Context: an optimization exercise on an open-source flow, tuned for small area, a short achievable clock period and few clock cycles per item. The choices shown serve that exercise and are no tape-out recipe.
At most, simulation tests tie the RTL to the original design; equivalence was not proved.
No activity file was given, so power comes from the tool's default toggle rates.

==> wip/harbor: inputs <==
## color_bar_pattern_pixel_generator_unit
module color_bar_pattern_pixel_generator_unit
#(
    parameter int MAX_RESOLUTION = 2048
) (
    input  logic                  aclk,
    input  logic                  aresetn,
    input  logic                  cfg_valid,
    output logic                  cfg_ready,
    input  logic [CFG_IDX_W-1:0]  cfg_index,
    input  logic [CFG_DATA_W-1:0] cfg_data,
    input  logic                  s_axis_tvalid,
    output logic                  s_axis_tready,
    input  logic [S_TDATA_W-1:0]  s_axis_tdata,   
    output logic                  m_axis_tvalid,
    input  logic                  m_axis_tready,
    output logic [M_TDATA_W-1:0]  m_axis_tdata,   
    output logic [M_TUSER_W-1:0]  m_axis_tuser    
);
    logic              cfg_ok;
    logic [RES_W-1:0]  rw, rh;
    logic [RES_W+1:0]  rw3, rh3;
    logic [14:0]       xlb;
    logic [16:0]       xlb3;
    logic [9:0]        step3;
    logic [3:0]        bytes;
    logic [7:0]        grid;
    logic [31:0]       first;
    logic [7:0]        step;
    logic              indexed;
    logic [5:0]        bpp;
    logic [29:0]       layout;
    cbp_cfg #(
        .MAX_RESOLUTION(MAX_RESOLUTION)
    ) u_cfg (
        .aclk      (aclk),
        .aresetn   (aresetn),
        .cfg_valid (cfg_valid),
        .cfg_ready (cfg_ready),
        .cfg_index (cfg_index),
        .cfg_data  (cfg_data),
        .ready     (cfg_ok),
        .rw        (rw),
        .rh        (rh),
        .rw3       (rw3),
        .rh3       (rh3),
        .xlb       (xlb),
        .xlb3      (xlb3),
        .step3     (step3),
        .bytes     (bytes),
        .grid      (grid),
        .first     (first),
        .step      (step),
        .indexed   (indexed),
        .bpp       (bpp),
        .layout    (layout)
    );
    logic en;
    logic accept;
    logic out_v_reg;
    assign en            = !out_v_reg || m_axis_tready;
    assign s_axis_tready = cfg_ok && en;
    assign accept        = s_axis_tvalid && s_axis_tready;
    function automatic logic [12:0] div4(input logic [10:0] r, input logic [11:0] d,
                                         input logic [13:0] d3, input int s);
  ...
clock: 8.0 ns
lec_check: 0
cap_margin: 20
core_margin: 2
core_utilization: 40
place_density: 0.6
setup_slack_margin: 3.0
slew_margin: 20
run.sh (not shown) runs the stock make flow with config.mk's settings and CLKGATE_MAP_FILE= SYNTH_SCRIPT=/design/flow/synth_recipe.tcl, a recipe that flattens the netlist after the stock synthesis.
==> wip/umber: changes against wip/harbor <==
--- a/flow/config.mk
+++ b/flow/config.mk
@@ -10,4 +10,4 @@
 export CORE_UTILIZATION = 40
 export PLACE_DENSITY = 0.6
-export SETUP_SLACK_MARGIN = 3.0
+export SETUP_SLACK_MARGIN = 2.5
 export SLEW_MARGIN = 20
==> wip/amber: changes against wip/harbor <==
--- a/flow/config.mk
+++ b/flow/config.mk
@@ -6,8 +6,9 @@
 export NUM_CORES = 4
 export LEC_CHECK = 0
+export ABC_AREA = 1
 export CAP_MARGIN = 20
 export CORE_MARGIN = 2
 export CORE_UTILIZATION = 40
 export PLACE_DENSITY = 0.6
-export SETUP_SLACK_MARGIN = 3.0
+export SETUP_SLACK_MARGIN = 2.5
 export SLEW_MARGIN = 20
==> flow_summary.yaml <==
cells_and_area:
  fin_nets: 6402
status:
  status: "no timing/DRC/antenna violations"
synth:
  synthTopCellsByArea: "edfxtp_1, ha_1, dfxtp_1"
global_routing:
  grt_first_pass_wirelength_um: 244000
The numbers above come from wip/umber.

==> flow_summary.yaml <==
cells_and_area:
  fin_nets: 6472
  buffers: 377
synth:
  synthTopCellsByArea: "edfxtp_1, ha_1, dfxtp_1"
global_routing:
  grt_first_pass_wirelength_um: 243000
status:
  status: "no timing/DRC/antenna violations"
The numbers above come from wip/harbor.

==> flow_summary.yaml <==
cells_and_area:
  seq_area_share_pct: 22.9
  fin_nets: 7638
  area_delta_synth_final_pct: 10.2
synth:
  synthTopCellsByArea: "edfxtp_1, ha_1, nand2_1"
critical_path:
  cp-end-kind: "flip-flop"
die:
  core-area_um2: 122000
  die_h_um: 355
timing:
  fmax_mhz: 190
status:
  status: "no timing/DRC/antenna violations"
The numbers above come from wip/amber.

Testbench counts of wip/harbor, summed over its fixed seeds: cycles 32,672, items 32,000.
Testbench counts of wip/umber, summed over its fixed seeds: cycles 32,672, items 32,000.
Testbench counts of wip/amber, summed over its fixed seeds: cycles 32,672, items 32,000.


==> inputs of job 4113 <==
Another version of the RTL of color_bar_pattern_pixel_generator_unit (not shown whole).
==> flow/design.v (excerpt) <==
module color_bar_pattern_pixel_generator_unit
#(
    parameter int MAX_RESOLUTION = 2048
) (
    input  logic                  aclk,
    input  logic                  aresetn,
    input  logic                  cfg_valid,
    output logic                  cfg_ready,
    input  logic [CFG_IDX_W-1:0]  cfg_index,
    input  logic [CFG_DATA_W-1:0] cfg_data,
    input  logic                  s_axis_tvalid,
    output logic                  s_axis_tready,
    input  logic [S_TDATA_W-1:0]  s_axis_tdata,   
    output logic                  m_axis_tvalid,
    input  logic                  m_axis_tready,
    output logic [M_TDATA_W-1:0]  m_axis_tdata,   
    output logic [M_TUSER_W-1:0]  m_axis_tuser    
);
    logic              cfg_ok;
    logic [RES_W-1:0]  rw, rh;
    logic [RES_W+1:0]  rw3, rh3;
    logic [14:0]       xlb;
    logic [16:0]       xlb3;
    logic [9:0]        step3;
    logic [3:0]        bytes;
    logic [7:0]        grid;
    logic [31:0]       first;
    logic [7:0]        step;
    logic              indexed;
    logic [5:0]        bpp;
    logic [29:0]       layout;
    cbp_cfg #(
        .MAX_RESOLUTION(MAX_RESOLUTION)
    ) u_cfg (
        .aclk      (aclk),
        .aresetn   (aresetn),
        .cfg_valid (cfg_valid),
        .cfg_ready (cfg_ready),
        .cfg_index (cfg_index),
        .cfg_data  (cfg_data),
        .ready     (cfg_ok),
        .rw        (rw),
        .rh        (rh),
        .rw3       (rw3),
        .rh3       (rh3),
        .xlb       (xlb),
        .xlb3      (xlb3),
        .step3     (step3),
        .bytes     (bytes),
        .grid      (grid),
        .first     (first),
        .step      (step),
        .indexed   (indexed),
        .bpp       (bpp),
        .layout    (layout)
    );
    logic en;
    logic accept;
    logic out_v_reg;
    assign en            = !out_v_reg || m_axis_tready;
    assign s_axis_tready = cfg_ok && en;
    assign accept        = s_axis_tvalid && s_axis_tready;
    function automatic logic [12:0] div4(input logic [10:0] r, input logic [11:0] d,
                                         input logic [13:0] d3, input int s);
        logic [24:0] m1, m2, m3;
        logic        g1, g2, g3;
        logic [10:0] t1, t2, t3;
        m1 = 25'(d) << s;
        m2 = 25'(d) << (s + 1);
        m3 = 25'(d3) << s;
  ...
clock: 8.0 ns
lec_check: 0
cap_margin: 20
core_margin: 2
core_utilization: 40
place_density: 0.6
setup_slack_margin: 2.0
slew_margin: 20
==> inputs of job 6884, as changes to job 4113 <==
--- a/flow/design.v
+++ b/flow/design.v
@@ -1504,142 +1504,162 @@
         else if (g2) div4 = {2'd2, t2};
         else if (g1) div4 = {2'd1, t1};
         else         div4 = {2'd0, r};
     endfunction
     logic [PIX_W-1:0] in_x, in_y;
     logic             in_drawn;
-    logic [12:0]      sx7, sy7, sx5, sy5;
+    logic [12:0]      sx7, sy7;
     assign in_x     = s_axis_tdata[PIX_W-1:0];
     assign in_y     = s_axis_tdata[2*PIX_W-1:PIX_W];
     function automatic logic over(input logic [10:0] v, input logic [11:0] d);
         over = (d[11:3] == '0) && ({1'b0, v[10:8]} >= d[3:0]);
     endfunction
     assign in_drawn = !over(in_x, rw) && !over(in_y, rh);
     assign sx7      = div4(in_x, rw, rw3, 6);
     assign sy7      = div4(in_y, rh, rh3, 6);
-    assign sx5      = div4(sx7[10:0], rw, rw3, 4);
-    assign sy5      = div4(sy7[10:0], rh, rh3, 4);
     logic             s1_v_reg, s1_dr_reg;
     logic [PIX_W-1:0] s1_x_reg, s1_y_reg, s1_rx_reg, s1_ry_reg;
-    logic [3:0]       s1_qx_reg, s1_qy_reg;
+    logic [1:0]       s1_qx_reg, s1_qy_reg;
     always_ff @(posedge aclk) begin
         if (!aresetn) s1_v_reg <= 1'b0;
         else if (en)  s1_v_reg <= accept;
     end
     always_ff @(posedge aclk) begin
         if (en) begin
             s1_dr_reg <= in_drawn;
             s1_x_reg  <= in_x;
             s1_y_reg  <= in_y;
-            s1_rx_reg <= sx5[10:0];
-            s1_ry_reg <= sy5[10:0];
-            s1_qx_reg <= {sx7[12:11], sx5[12:11]};
-            s1_qy_reg <= {sy7[12:11], sy5[12:11]};
+            s1_rx_reg <= sx7[10:0];
+            s1_ry_reg <= sy7[10:0];
+            s1_qx_reg <= sx7[12:11];
+            s1_qy_reg <= sy7[12:11];
         end
     end
-    logic [12:0] sx3, sy3, sx1, sy1;
-    assign sx3 = div4(s1_rx_reg, rw, rw3, 2);
-    assign sy3 = div4(s1_ry_reg, rh, rh3, 2);
-    assign sx1 = div4(sx3[10:0], rw, rw3, 0);
-    assign sy1 = div4(sy3[10:0], rh, rh3, 0);
+    logic [12:0] sx5, sy5, sx3, sy3;
+    assign sx5 = div4(s1_rx_reg, rw, rw3, 4);
+    assign sy5 = div4(s1_ry_reg, rh, rh3, 4);
+    assign sx3 = div4(sx5[10:0], rw, rw3, 2);
+    assign sy3 = div4(sy5[10:0], rh, rh3, 2);
     logic             s2_v_reg, s2_dr_reg;
-    logic [PIX_W-1:0] s2_x_reg, s2_y_reg;
-    logic [7:0]       s2_col_reg, s2_row_reg;
+    logic [PIX_W-1:0] s2_x_reg, s2_y_reg, s2_rx_reg, s2_ry_reg;
+    logic [5:0]       s2_qx_reg, s2_qy_reg;
     always_ff @(posedge aclk) begin
         if (!aresetn) s2_v_reg <= 1'b0;
         else if (en)  s2_v_reg <= s1_v_reg;
     end
     always_ff @(posedge aclk) begin
         if (en) begin
-            s2_dr_reg  <= s1_dr_reg && ({s1_qx_reg, sx3[12:11], sx1[12:11]} < grid) &&
-                          ({s1_qy_reg, sy3[12:11], sy1[12:11]} < grid);
-            s2_x_reg   <= s1_x_reg;
-            s2_y_reg   <= s1_y_reg;
-            s2_col_reg <= s1_v_reg ? {s1_qx_reg, sx3[12:11], sx1[12:11]} : grid;
-            s2_row_reg <= {s1_qy_reg, sy3[12:11], sy1[12:11]};
+            s2_dr_reg <= s1_dr_reg;
+            s2_x_reg  <= s1_x_reg;
+            s2_y_reg  <= s1_y_reg;
+            s2_rx_reg <= sx3[10:0];
+            s2_ry_reg <= sy3[10:0];
+            s2_qx_reg <= {s1_qx_reg, sx5[12:11], sx3[12:11]};
+            s2_qy_reg <= {s1_qy_reg, sy5[12:11], sy3[12:11]};
+        end
+    end
+    logic [12:0] sx1, sy1;
+    logic [7:0]  col, row;
+    logic [23:0] addr;
+    assign sx1 = div4(s2_rx_reg, rw, rw3, 0);
+    assign sy1 = div4(s2_ry_reg, rh, rh3, 0);
+    assign col = {s2_qx_reg, sx1[12:11]};
+    assign row = {s2_qy_reg, sy1[12:11]};
+    cbp_addr u_addr (
+        .x     (s2_x_reg),
+        .y     (s2_y_reg),
+        .xlb   (xlb),
+        .xlb3  (xlb3),
+        .bytes (bytes),
+        .addr  (addr)
+    );
+    logic        s3_v_reg, s3_dr_reg;
+    logic [7:0]  s3_col_reg, s3_row_reg;
+    logic [23:0] s3_addr_reg;
+    always_ff @(posedge aclk) begin
+        if (!aresetn) s3_v_reg <= 1'b0;
+        else if (en)  s3_v_reg <= s2_v_reg;
+    end
+    always_ff @(posedge aclk) begin
+        if (en) begin
+            s3_dr_reg   <= s2_dr_reg && (col < grid) && (row < grid);
+            s3_col_reg  <= s2_v_reg ? col : grid;
+            s3_row_reg  <= row;
+            s3_addr_reg <= addr;
         end
     end
     logic [15:0] gmul_reg;    
     logic [17:0] gmul3_reg;   
     logic [15:0] pr, pg;
-    logic [23:0] sum, addr;
+    logic [23:0] sum;
     cbp_mul u_mul (
-        .col  (s2_col_reg),
-        .row  (s2_row_reg),
+        .col  (s3_col_reg),
+        .row  (s3_row_reg),
         .step (step),
         .step3(step3),
         .g    (gmul_reg),
         .g3   (gmul3_reg),
         .pr   (pr),
         .pg   (pg),
         .sum  (sum)
     );
-    cbp_addr u_addr (
-        .x     (s2_x_reg),
-        .y     (s2_y_reg),
-        .xlb   (xlb),
-        .xlb3  (xlb3),
-        .bytes (bytes),
-        .addr  (addr)
-    );
     always_ff @(posedge aclk) begin
-        if (en && !s2_v_reg) gmul_reg <= indexed ? pr : 16'(step);
+        if (en && !s3_v_reg) gmul_reg <= indexed ? pr : 16'(step);
         gmul3_reg <= {2'b0, gmul_reg} + {1'b0, gmul_reg, 1'b0};
     end
-    logic        s3_v_reg, s3_dr_reg;
-    logic [15:0] s3_pr_reg, s3_pg_reg;
-    logic [23:0] s3_sum_reg, s3_addr_reg;
+    logic        s4_v_reg, s4_dr_reg;
+    logic [15:0] s4_pr_reg, s4_pg_reg;
+    logic [23:0] s4_sum_reg, s4_addr_reg;
     always_ff @(posedge aclk) begin
-        if (!aresetn) s3_v_reg <= 1'b0;
-        else if (en)  s3_v_reg <= s2_v_reg;
+        if (!aresetn) s4_v_reg <= 1'b0;
+        else if (en)  s4_v_reg <= s3_v_reg;
     end
     always_ff @(posedge aclk) begin
         if (en) begin
-            s3_dr_reg   <= s2_dr_reg;
-            s3_pr_reg   <= pr;
-            s3_pg_reg   <= pg;
-            s3_sum_reg  <= sum;
-            s3_addr_reg <= addr;
+            s4_dr_reg   <= s3_dr_reg;
+            s4_pr_reg   <= pr;
+            s4_pg_reg   <= pg;
+            s4_sum_reg  <= sum;
+            s4_addr_reg <= s3_addr_reg;
         end
     end
-    function automatic logic [31:0] fmask(input logic [4:0] pos, input logic [4:0] size,
-                                          input logic [5:0] lim);
+    function automatic logic [31:0] fmask(input logic [4:0] pos, input logic [4:0] size);
         logic [5:0] top;
         top = {1'b0, pos} + {1'b0, size};
         for (int i = 0; i < 32; i++) begin
-            fmask[i] = (5'(i) >= pos) && (6'(i) < top) && (6'(i) < lim);
+            fmask[i] = (5'(i) >= pos) && (6'(i) < top);
         end
     endfunction
-    logic [31:0] mbpp, mr, mg, mb;
+    logic [31:0] mout, mr, mg, mb;
     logic [4:0]  posb;
     always_comb begin
         for (int i = 0; i < 32; i++) begin
-            mbpp[i] = 6'(i) < bpp;
+            mout[i] = (6'(i) < bpp) && s4_dr_reg;
         end
     end
-    assign mr   = indexed ? 32'b0 : fmask(layout[4:0], layout[9:5], bpp);
-    assign mg   = indexed ? 32'b0 : fmask(layout[14:10], layout[19:15], bpp);
-    assign mb   = indexed ? mbpp : fmask(layout[24:20], layout[29:25], bpp);
+    assign mr   = indexed ? 32'b0 : fmask(layout[4:0], layout[9:5]);
+    assign mg   = indexed ? 32'b0 : fmask(layout[14:10], layout[19:15]);
+    assign mb   = indexed ? 32'hFFFF_FFFF : fmask(layout[24:20], layout[29:25]);
     assign posb = indexed ? 5'd0 : layout[24:20];
     logic [31:0] cr, cg, cb, color;
-    assign cr    = (first + (32'(s3_pr_reg) << layout[4:0])) & mr;
-    assign cg    = (first + (32'(s3_pg_reg) << layout[14:10])) & mg;
-    assign cb    = (first + (32'(s3_sum_reg) << posb)) & mb;
-    assign color = (cr | cg | cb) & {32{s3_dr_reg}};
+    assign cr    = (first + (32'(s4_pr_reg) << layout[4:0])) & mr;
+    assign cg    = (first + (32'(s4_pg_reg) << layout[14:10])) & mg;
+    assign cb    = (first + (32'(s4_sum_reg) << posb)) & mb;
+    assign color = (cr | cg | cb) & mout;
     logic              o_dr_reg;
     logic [31:0]       o_color_reg;
     logic [ADDR_W-1:0] o_addr_reg;
     always_ff @(posedge aclk) begin
         if (!aresetn) out_v_reg <= 1'b0;
-        else if (en)  out_v_reg <= s3_v_reg;
+        else if (en)  out_v_reg <= s4_v_reg;
     end
     always_ff @(posedge aclk) begin
         if (en) begin
-            o_dr_reg    <= s3_dr_reg;
+            o_dr_reg    <= s4_dr_reg;
             o_color_reg <= color;
-            o_addr_reg  <= s3_addr_reg & {ADDR_W{s3_dr_reg}};
+            o_addr_reg  <= s4_addr_reg & {ADDR_W{s4_dr_reg}};
         end
     end
     assign m_axis_tvalid = out_v_reg;
     assign m_axis_tdata  = {o_addr_reg, o_color_reg};
     assign m_axis_tuser  = o_dr_reg;
 endmodule
--- a/flow/config.mk
+++ b/flow/config.mk
@@ -6,8 +6,8 @@
 export NUM_CORES = 4
 export LEC_CHECK = 0
 export CAP_MARGIN = 20
 export CORE_MARGIN = 2
 export CORE_UTILIZATION = 40
 export PLACE_DENSITY = 0.6
-export SETUP_SLACK_MARGIN = 2.0
+export SETUP_SLACK_MARGIN = 3.2
 export SLEW_MARGIN = 20
==> inputs of job 6676, as changes to job 4113 <==
==> flow/config.mk (replaced) <==
export PLATFORM = sky130hd
export DESIGN_NAME = color_bar_pattern_pixel_generator_unit
export DESIGN_NICKNAME = color_bar_pattern_pixel_generator_unit
export VERILOG_FILES = /design/flow/design.v
export SDC_FILE = /design/flow/constraint.sdc
export NUM_CORES = 4
export LEC_CHECK = 0
export CAP_MARGIN = 20
export CORE_MARGIN = 2
export CORE_UTILIZATION = 65
export PLACE_DENSITY = 0.75
export SETUP_SLACK_MARGIN = 2.5
export SLEW_MARGIN = 20
==> notes <==
The highest non-clock buffer count belongs to job 6884, the lowest to job 4113.
Sequential share of layout area, lowest first: job 6676, job 4113, job 6884.
The highest setup slack belongs to job 6884, the lowest to job 4113.
The highest total power belongs to job 6884, the lowest to job 4113.
Against job 6676, the clock power of job 6884 is larger by about 33%.
Testbench counts of job 4113, summed over its fixed seeds: cycles 32,672, items 32,000.
Testbench counts of job 6676, summed over its fixed seeds: cycles 32,672, items 32,000.
Only the layout flow was run in job 6884; the RTL was not checked for function there.

==> re-timing with driven ports <==
The results above use ideal ports. As a check the final layouts listed here were re-extracted and re-timed, cells and wires unchanged. Step 1, drivers: a clkbuf_16 drives aclk and a buf_2 each remaining input, both assumed. Step 2 also shifts input and output timing later by t, the mid clock arrival at the registers, as if the neighbouring blocks saw the same clock. Slacks: no drivers / after step 1 / after step 2; pairs: no drivers / after step 1.
run | shift t [ns] | setup WS [ns] | worst setup path at the end | slew at the worst register clock pin (ns) | worst slew at a driven data input, ns
wip/harbor | 0.741 | 2.454 / 2.454 / 2.423 | input to register | 0.07 / 0.07 | 0.13
wip/umber | 0.754 | 2.486 / 2.486 / 1.991 | input to register | 0.07 / 0.07 | 0.14
wip/amber | 0.746 | 2.751 / 2.751 / 2.155 | input to register | 0.07 / 0.07 | 0.10
job 4113 | 0.736 | 2.108 / 2.157 / 1.421 | input to register | 0.07 / 0.07 | 0.15
job 6884 | 0.744 | 2.484 / 2.484 / 2.484 | register to register | 0.07 / 0.07 | 0.21
job 6676 | 0.706 | 2.304 / 2.304 / 1.859 | input to register | 0.07 / 0.07 | 0.09
After both steps every run listed still meets setup and hold. For job 4113, which loses most, drivers alone change the setup slack by +0.049 ns; drivers and shift together by -0.687 ns.
